Source: an optimization exercise on an open RTL-to-GDS flow (aim: small area, a short achievable clock period and few clock cycles). Production flows keep margins and buffers that such runs may drop. RTL that was checked went through simulation tests only; none was proved equivalent to the original. Power is estimated from default activity; no workload was simulated.

==> flow/design.v (excerpt) <==
module flexka (
  input  logic        clk,
  input  logic        rstn,
  input  logic        cmd_valid,
  input  logic [2:0]  cmd,
  input  logic [15:0] cmd_data,
  output logic [1:0]  flexka_state,
  output logic [15:0] out_data,
  output logic [31:0] elapsed_cycles
);
  localparam logic [2:0] C_SIZE_A = 3'd1, C_SIZE_B = 3'd2, C_DATA_A = 3'd3,
                         C_DATA_B = 3'd4, C_OUTADDR = 3'd5, C_START = 3'd6;
  localparam int AW = 51;
  function automatic logic [95:0] csa48(input logic [47:0] x, y, z);
    csa48 = {((x & y) | (x & z) | (y & z)) << 1, x ^ y ^ z};
  endfunction
  function automatic logic [2*AW-1:0] csaw(input logic [AW-1:0] x, y, z);
    csaw = {((x & y) | (x & z) | (y & z)) << 1, x ^ y ^ z};
  endfunction
  function automatic logic [33:0] triple(input logic [31:0] b);
    logic [33:0] x, y, g, p, cg, cp;
    x = {2'b0, b};
    y = {1'b0, b, 1'b0};
    g = x & y;
    p = x ^ y;
    cg = g;
    cp = p;
    for (int d = 1; d < 34; d = d * 2)
      for (int i = 33; i >= 0; i--)
        if ((i & d) != 0) begin
          cg[i] = cg[i] | (cp[i] & cg[(i & ~(d - 1)) - 1]);
          cp[i] = cp[i] & cp[(i & ~(d - 1)) - 1];
        end
    triple = p ^ {cg[32:0], 1'b0};
  endfunction
  logic [15:0] mem_a [8];
  logic [15:0] mem_b [8];
  logic [2:0]  ptr_a, ptr_b;
  logic start;
  assign start = cmd_valid && cmd == C_START && !flexka_state[0];
  always_ff @(posedge clk) begin
    if (!rstn) begin
      ptr_a <= '0;
      ptr_b <= '0;
    end else if (cmd_valid) begin
      case (cmd)
        C_SIZE_A: ptr_a <= '0;
        C_SIZE_B: ptr_b <= '0;
        C_DATA_A: ptr_a <= ptr_a + 3'd1;
        C_DATA_B: ptr_b <= ptr_b + 3'd1;
        default: ;
      endcase
    end
  end
  always_ff @(posedge clk) begin
    for (int k = 0; k < 8; k++) begin
      if (cmd_valid && cmd == C_DATA_A && ptr_a == 3'(k)) mem_a[k] <= cmd_data;
      if (cmd_valid && cmd == C_DATA_B && ptr_b == 3'(k)) mem_b[k] <= cmd_data;
    end
  end
  logic [2:0] nae1, nae2, d_n1;
  logic [1:0] nbc1;
  logic       na1z, nbh;
  assign d_n1 = cmd_data[2:0] - 3'd1;
  always_ff @(posedge clk) begin
    if (cmd_valid && cmd == C_SIZE_A) begin
      nae1 <= (d_n1 == 3'd0) ? 3'd1 : d_n1;
      nae2 <= (d_n1 == 3'd0) ? 3'd0 : d_n1 - 3'd1;
      na1z <= d_n1 == 3'd0;
    end
    if (cmd_valid && cmd == C_SIZE_B) begin
      nbc1 <= d_n1[2:1];
      nbh  <= !d_n1[0];    
    end
  end
  ...
For scale: ~3600 cells after synthesis, roughly 890 flip-flops, about 72 I/O pins.
Settings: LEC_CHECK=0, CAP_MARGIN=20, CORE_MARGIN=2, CORE_UTILIZATION=40, CTS_CLUSTER_DIAMETER=90, CTS_CLUSTER_SIZE=24, PLACE_DENSITY=0.4, SETUP_SLACK_MARGIN=5, SLEW_MARGIN=20; clock period 8.0 ns.
run.sh (not shown) runs the stock make flow with config.mk's settings and CLKGATE_MAP_FILE= SYNTH_SCRIPT=/design/flow/synth_recipe.tcl, a recipe that flattens the netlist after the stock synthesis.
The first run completed with no timing, DRC or antenna violations.
Testbench counts at the start, summed over its fixed seeds: cycles 10,206.
Next try:
- PLACE_DENSITY: 0.4 -> 0.45
Effect:
- The changed run finished with timing, DRC and antenna clean
- total power is lower slightly
- design area is lower slightly
- die area stays the same
- wire length is lower slightly
- global-route usage is lower by 0.17 points
- worst setup slack improved by 0.0077 ns
- sequential share of layout area is higher by 0.24 points
- via count barely changes
- worst hold slack improved by 0.014 ns
- area after synthesis stays the same
- synthesized cell count stays the same

---

v35:
Another version of the RTL of flexka (not shown whole).
Size in the first run: about 72 I/O pins, roughly 47000 µm² of cells after synthesis.
==> flow/design.v (excerpt) <==
module flexka (
  input  logic        clk,
  input  logic        rstn,
  input  logic        cmd_valid,
  input  logic [2:0]  cmd,
  input  logic [15:0] cmd_data,
  output logic [1:0]  flexka_state,
  output logic [15:0] out_data,
  output logic [31:0] elapsed_cycles
);
clock: 8.0 ns
lec_check: 0
cap_margin: 20
core_margin: 2
core_utilization: 40
cts_cluster_diameter: 80
cts_cluster_size: 20
setup_slack_margin: 5
slew_margin: 20
Testbench counts of v35, summed over its fixed seeds: cycles 10,014.
What v56 does differently from v35 at the input level:
- swapping 80 for 110 in CTS_CLUSTER_DIAMETER
- swapping 20 for 30 in CTS_CLUSTER_SIZE
- v56 -> v35: number of maximum-capacitance violations delta 0, exact match
- Re global-route wire length before repair: v35 and v56 aren't equal, and the higher value belongs to v35.
- Relative to v35, share of the cycle needed by the critical path after routing has gone down in v56.
- | share of power burned in combinational logic | v56 vs v35 | 1.1 points higher |
The inputs of v21 differ from those of v56 as listed below.
- changing CTS_CLUSTER_SIZE from 30 to 24
- changing CTS_CLUSTER_DIAMETER from 110 to 90
Findings:
Comparing v21 and v56, switching component of the power is lower on v56. Comparing v21 with v56, the clock latency on the worst-skew pair came out essentially unchanged. Taking v56 as the reference point, the combinational cell fraction of total power of v21 falls by 0.8 points. Ratio of total power to cell area delta for v21 relative to v56: 3.0% higher. Overall power consumption: v21 > v56. v21 ended up with opa0[9] as its worst setup path startpoint; v56 ended up with opa0[2]. On worst voltage drop across the vdd grid, the lower figure sits with v56, not v21. Looking only at sequential share of layout area, and setting everything else aside, the lower value of v21 and v56 goes to v56. Number of antenna violations at the first check in global routing: v21 vs v56 up 5.

---

flexka, a different RTL version from the one above (not shown whole).
Size: ~2900 cells after synthesis, about 680 flip-flops.
make LEC_CHECK=0 ABC_CLOCK_PERIOD_IN_PS=2800 CAP_MARGIN=20 CORE_MARGIN=2 CORE_UTILIZATION=40 SETUP_SLACK_MARGIN=5 SLEW_MARGIN=20 finish   # period 8.0 ns
The baseline ran to the end with no violations.
Edit:
--- a/flow/config.mk
+++ b/flow/config.mk
@@ -6,8 +6,6 @@
 export NUM_CORES = 4
 export LEC_CHECK = 0
-export ABC_CLOCK_PERIOD_IN_PS = 2800
 export CAP_MARGIN = 20
 export CORE_MARGIN = 2
 export CORE_UTILIZATION = 40
-export SETUP_SLACK_MARGIN = 5
 export SLEW_MARGIN = 20
Result:
- setup slack is worse by 830 ps
- utilization drops by 5.2 points
- non-clock buffer count drops by 189
- design area drops by roughly a tenth
- power drops by about a fifth
- synthesized cell count stays the same
Function was not checked in any run of this note: the RTL went through the layout flow alone.

==> port drivers added, routing unchanged <==
No port has a modelled driver above. Below, the same layouts with a new extraction and two added sets of constraints. Step 1 (the two cells are an assumption about what drives the block):
set clk [get_ports {clk}]
set_driving_cell -lib_cell sky130_fd_sc_hd__clkbuf_16 $clk
set_driving_cell -lib_cell sky130_fd_sc_hd__buf_2 [delete_from_list [all_inputs] $clk]
Step 2 moves the port delays by t, midway between the first and last clock arrival at a register: inputs arrive t later, outputs are due t later. That takes back most of the time a late clock gives input paths. Slacks: no drivers / after step 1 / after step 2; pairs: no drivers / after step 1.
run | shift t [ns] | setup slack, ns | worst slew at a driven data input, ns
the first run of note 1 | 0.720 | 4.977 / 4.998 / 4.308 | 0.04
the second run of note 1 | 0.717 | 4.985 / 4.985 / 4.447 | 0.03
v35 | 0.757 | 4.910 / 4.910 / 4.324 | 0.05
v56 | 0.733 | 4.930 / 4.930 / 4.362 | 0.05
v21 | 0.739 | 4.953 / 4.953 / 4.392 | 0.05
the first run of note 3 | 0.686 | 3.330 / 3.330 / 3.330 | 0.05
the second run of note 3 | 0.693 | 2.496 / 2.496 / 2.496 | 0.04
After both steps every run listed still meets setup and hold. For the first run of note 1, which loses most, drivers alone change the setup slack by +0.021 ns; drivers and shift together by -0.669 ns.
